This is an optimization exercise on Yosys and OpenROAD, whose aim is small area and a short achievable clock period, not a production implementation. Only simulation tests tie the RTL to the original design; equivalence was not proved. Power is estimated from default activity; no workload was simulated.

Setup of P:
==> module multi_rf_renamer_free_list, before the edit <==
module multi_rf_renamer_free_list (
  input  logic       clk,
  input  logic       rst,
  input  logic       init,        
  input  logic [4:0] init_idx,
  input  logic       push,        
  input  logic       push_keep,   
  input  logic [5:0] push_phys,
  input  logic       pop,
  input  logic       rollback,
  input  logic [5:0] rollback_phys,   
  output logic [5:0] head,
  output logic       empty
);
  logic [5:0] mem [32];
  logic [4:0] rd_nxt;
  logic [4:0] wr_ptr;
  logic [5:0] used;    
  logic       we;
  logic [4:0] waddr;
  logic [5:0] wdata;
  assign we    = init | (push & ~push_keep);
  assign waddr = init ? init_idx : wr_ptr;
  assign wdata = init ? {1'b1, init_idx} : push_phys;
  always_ff @(posedge clk) begin
    for (int i = 0; i < 32; i++)
      if (we && waddr == 5'(i)) mem[i] <= wdata;
  end
  always_ff @(posedge clk or negedge rst) begin
    if (!rst) begin
      rd_nxt <= 5'd1;
      wr_ptr <= '0;
      used   <= '0;
    end else begin
      if (push) wr_ptr <= wr_ptr + 1'b1;
      if (pop)           rd_nxt <= rd_nxt + 1'b1;
      else if (rollback) rd_nxt <= rd_nxt - 1'b1;
      used <= used + 6'(pop) - 6'(push) - 6'(rollback);
    end
  end
  always_ff @(posedge clk) begin
    if (init)
      head <= 6'd32;
    else if (pop)
      head <= (push && !push_keep && used == 6'd31) ? push_phys : mem[rd_nxt];
    else if (rollback)
      head <= rollback_phys;
    else if (push && !push_keep && used[5])
      head <= push_phys;
  end
  assign empty = used[5];
endmodule
==> module multi_rf_renamer, before the edit <==
module multi_rf_renamer (
  input  logic        clk,
  input  logic        rst,
  output logic        init_done,
  input  logic        rename_req,
  input  logic [0:0]  rename_rf,
  input  logic [4:0]  rename_rd,
  output logic        rename_ready,
  output logic [5:0]  rename_phys_rd,
  input  logic [2:0]  rs_rf,
  input  logic [14:0] rs_addr,
  output logic [17:0] rs_phys,
  input  logic        issue_commit,
  input  logic        rollback,
  input  logic        retire_valid,
  input  logic        retire_discard,
  output logic        inuse_full
);
  logic       run;
  logic [4:0] init_cnt;
  always_ff @(posedge clk or negedge rst) begin
    if (!rst) begin
      run      <= 1'b0;
      init_cnt <= '0;
    end else if (!run) begin
      init_cnt <= init_cnt + 1'b1;
      if (init_cnt == 5'd31) run <= 1'b1;
    end
  end
  assign init_done = run;
  logic [5:0] tbl [64];
  function automatic logic [5:0] tbl_rd(input logic [5:0] idx);
    logic [5:0] lv [64];
    lv[0] = '0;
    for (int i = 1; i < 64; i++) lv[i] = tbl[i];
    for (int b = 0; b < 6; b++)
      for (int i = 0; i < (64 >> (b + 1)); i++)
        lv[i] = idx[b] ? lv[2*i + 1] : lv[2*i];
    tbl_rd = lv[0];
  endfunction
  logic       prev_nz;    
  logic       prev_rf;
  logic [4:0] prev_rd;
  logic [5:0] prev_old;
  logic [5:0] prev_new;   
  logic [11:0] iu_mem [32];    
  logic [4:0]  iu_rd_nxt, iu_wr_ptr;    
  logic [5:0]  iu_count;
  logic        h_rf;                   
  logic [4:0]  h_rd;
  logic [5:0]  h_old;
  assign inuse_full = iu_count[5];
  logic [1:0] fl_push, fl_pop, fl_unpop, fl_empty;
  logic [5:0] fl_head [2];
  logic rename_zero, rename_fire, ren_write;
  logic rollback_fire, retire_fire, discard_fire, iu_push;
  assign rename_zero    = (rename_rd == 5'd0) & ~rename_rf[0];
  assign rename_ready   = run & ~rollback & ~(retire_valid & retire_discard)
                        & (rename_zero | ~fl_empty[rename_rf]);
  assign rename_phys_rd = rename_zero ? 6'd0 : fl_head[rename_rf];
  assign rename_fire    = rename_req & rename_ready;
  assign ren_write      = rename_fire & ~rename_zero;
  assign rollback_fire  = run & rollback & prev_nz;
  assign retire_fire    = run & retire_valid & (iu_count != 6'd0);
  assign discard_fire   = retire_fire & retire_discard;
  assign iu_push        = run & issue_commit & prev_nz & ~inuse_full;
  always_comb begin
    fl_push  = '0;
    fl_pop   = '0;
    fl_unpop = '0;
    fl_push[h_rf]       = retire_fire;
    fl_pop[rename_rf]   = ren_write;
    fl_unpop[prev_rf]   = rollback_fire;
  end
  for (genvar r = 0; r < 2; r++) begin : g_fl
    multi_rf_renamer_free_list u_fl (
      .clk       (clk),
      .rst       (rst),
      .init      (~run),
      .init_idx  (init_cnt),
      .push      (fl_push[r]),
      .push_keep (retire_discard),
      .push_phys (h_old),
      .pop       (fl_pop[r]),
      .rollback  (fl_unpop[r]),
      .rollback_phys (prev_new),
      .head      (fl_head[r]),
      .empty     (fl_empty[r])
    );
  end
  logic       tw_en;
  logic       tw_rf;
  logic [4:0] tw_rd;
  logic [5:0] tw_data;
  always_comb begin
    tw_en   = ren_write;
    tw_rf   = rename_rf;
    tw_rd   = rename_rd;
    tw_data = rename_phys_rd;
    if (rollback_fire) begin
      tw_en   = 1'b1;
      tw_rf   = prev_rf;
      tw_rd   = prev_rd;
      tw_data = prev_old;
    end else if (discard_fire) begin
      tw_en   = 1'b1;
      tw_rf   = h_rf;
      tw_rd   = h_rd;
      tw_data = h_old;
    end
    if (!run) begin
      tw_rd   = init_cnt;
      tw_data = {1'b0, init_cnt};
    end
  end
  always_ff @(posedge clk) begin
    for (int i = 1; i < 64; i++)
      if (tw_rd == 5'(i) && (!run || (tw_en && tw_rf == (i >= 32)))) tbl[i] <= tw_data;
  end
  always_comb begin
    for (int p = 0; p < 3; p++)
      rs_phys[6*p +: 6] = tbl_rd({rs_rf[p], rs_addr[5*p +: 5]});
  end
  always_ff @(posedge clk or negedge rst) begin
    if (!rst)             prev_nz <= 1'b0;
    else if (rename_fire) prev_nz <= ~rename_zero;
  end
  always_ff @(posedge clk) begin
    if (rename_fire) begin
      prev_rf  <= rename_rf;
      prev_rd  <= rename_rd;
      prev_old <= tbl_rd({rename_rf, rename_rd});
      prev_new <= rename_phys_rd;
    end
  end
  always_ff @(posedge clk) begin
    for (int i = 0; i < 32; i++)
      if (iu_push && iu_wr_ptr == 5'(i)) iu_mem[i] <= {prev_rf, prev_rd, prev_old};
  end
  always_ff @(posedge clk) begin
    if (retire_fire)
      {h_rf, h_rd, h_old} <= (iu_push && iu_count == 6'd1) ? {prev_rf, prev_rd, prev_old}
                                                           : iu_mem[iu_rd_nxt];
    else if (iu_push && iu_count == 6'd0)
      {h_rf, h_rd, h_old} <= {prev_rf, prev_rd, prev_old};
  end
  always_ff @(posedge clk or negedge rst) begin
    if (!rst) begin
      iu_rd_nxt <= 5'd1;
      iu_wr_ptr <= '0;
      iu_count  <= '0;
    end else begin
      if (iu_push)     iu_wr_ptr <= iu_wr_ptr + 1'b1;
      if (retire_fire) iu_rd_nxt <= iu_rd_nxt + 1'b1;
      iu_count <= iu_count + 6'(iu_push) - 6'(retire_fire);
    end
  end
endmodule
clock: 5.2 ns
lec_check: 0
cap_margin: 20
core_margin: 2
core_utilization: 55
setup_slack_margin: 1.6
slew_margin: 20
run.sh (not shown) runs the stock make flow with config.mk's settings and CLKGATE_MAP_FILE= SYNTH_SCRIPT=/design/flow/synth_recipe.tcl, a recipe that flattens the netlist after the stock synthesis.
P: all stages complete, timing, DRC and antenna checks passed
## Diff of input files: R against P
--- a/flow/design.v
+++ b/flow/design.v
@@ -22,8 +22,16 @@
   logic [5:0] mem [32];
   logic [4:0] rd_nxt;
   logic [4:0] wr_ptr;
   logic [5:0] used;    
+  function automatic logic [5:0] mem_rd(input logic [4:0] idx);
+    logic [5:0] lv [32];
+    for (int i = 0; i < 32; i++) lv[i] = mem[i];
+    for (int b = 0; b < 5; b++)
+      for (int i = 0; i < (32 >> (b + 1)); i++)
+        lv[i] = idx[b] ? lv[2*i + 1] : lv[2*i];
+    mem_rd = lv[0];
+  endfunction
   logic       we;
   logic [4:0] waddr;
   logic [5:0] wdata;
   assign we    = init | (push & ~push_keep);
@@ -48,9 +56,9 @@
   always_ff @(posedge clk) begin
     if (init)
       head <= 6'd32;
     else if (pop)
-      head <= (push && !push_keep && used == 6'd31) ? push_phys : mem[rd_nxt];
+      head <= (push && !push_keep && used == 6'd31) ? push_phys : mem_rd(rd_nxt);
     else if (rollback)
       head <= rollback_phys;
     else if (push && !push_keep && used[5])
       head <= push_phys;
@@ -102,13 +110,22 @@
   logic [4:0] prev_rd;
   logic [5:0] prev_old;
   logic [5:0] prev_new;   
   logic [11:0] iu_mem [32];    
-  logic [4:0]  iu_rd_nxt, iu_wr_ptr;    
+  logic [4:0]  iu_rd_ptr, iu_wr_ptr;
   logic [5:0]  iu_count;
+  function automatic logic [11:0] iu_rd(input logic [4:0] idx);
+    logic [11:0] lv [32];
+    for (int i = 0; i < 32; i++) lv[i] = iu_mem[i];
+    for (int b = 0; b < 5; b++)
+      for (int i = 0; i < (32 >> (b + 1)); i++)
+        lv[i] = idx[b] ? lv[2*i + 1] : lv[2*i];
+    iu_rd = lv[0];
+  endfunction
   logic        h_rf;                   
   logic [4:0]  h_rd;
   logic [5:0]  h_old;
+  assign {h_rf, h_rd, h_old} = iu_rd(iu_rd_ptr);
   assign inuse_full = iu_count[5];
   logic [1:0] fl_push, fl_pop, fl_unpop, fl_empty;
   logic [5:0] fl_head [2];
   logic rename_zero, rename_fire, ren_write;
@@ -195,23 +212,16 @@
   always_ff @(posedge clk) begin
     for (int i = 0; i < 32; i++)
       if (iu_push && iu_wr_ptr == 5'(i)) iu_mem[i] <= {prev_rf, prev_rd, prev_old};
   end
-  always_ff @(posedge clk) begin
-    if (retire_fire)
-      {h_rf, h_rd, h_old} <= (iu_push && iu_count == 6'd1) ? {prev_rf, prev_rd, prev_old}
-                                                           : iu_mem[iu_rd_nxt];
-    else if (iu_push && iu_count == 6'd0)
-      {h_rf, h_rd, h_old} <= {prev_rf, prev_rd, prev_old};
-  end
   always_ff @(posedge clk or negedge rst) begin
     if (!rst) begin
-      iu_rd_nxt <= 5'd1;
+      iu_rd_ptr <= '0;
       iu_wr_ptr <= '0;
       iu_count  <= '0;
     end else begin
       if (iu_push)     iu_wr_ptr <= iu_wr_ptr + 1'b1;
-      if (retire_fire) iu_rd_nxt <= iu_rd_nxt + 1'b1;
+      if (retire_fire) iu_rd_ptr <= iu_rd_ptr + 1'b1;
       iu_count <= iu_count + 6'(iu_push) - 6'(retire_fire);
     end
   end
 endmodule
- Across P and R, the outcome is the same: a clean finish for every run.
- Going from P to R, maximum fanout along the worst path about even; share of the final layout cell area in sequential cells fell 2.0 points.
- Power in R is about 12% higher than in P
- Changes observed in R relative to P: count of multi-input combinational gates shows a reduction of 24%, area growth from synthesis to layout shows an increase of 5.3 points, part of the total power dissipated in the clock network shows a reduction of 3.8 points, non-clock buffer area fraction after layout shows an increase of 3.0 points.
- On clock period minus worst slack: between P and R, it ends up lower for P.

[separate check: timing with driven ports]
The results above use ideal ports. As a check the final layouts listed here were re-extracted and re-timed, cells and wires unchanged. Step 1 assumes that a clkbuf_16 drives the clock port and a buf_2 every other input. Step 2, shift: input delay + t, output delay - t, t = (earliest + latest rising clock arrival at the registers) / 2. This alone moves slack from input paths to output paths. a / b / c = ideal / step 1 / step 2; a / b = the first two.
| run | t, ns | slack for setup (ns) | clock arrival spread, ns | pins driven straight from the clock port |
|---|---|---|---|---|
| P | 0.817 | 1.124 / 0.869 / 0.758 | 0.047 / 0.047 | 1 |
| R | 0.816 | 0.883 / 0.651 / 0.651 | 0.037 / 0.037 | 1 |
After both steps setup and hold are still met in every run listed. For P, which loses most, drivers alone change the setup slack by -0.255 ns; drivers and shift together by -0.366 ns.
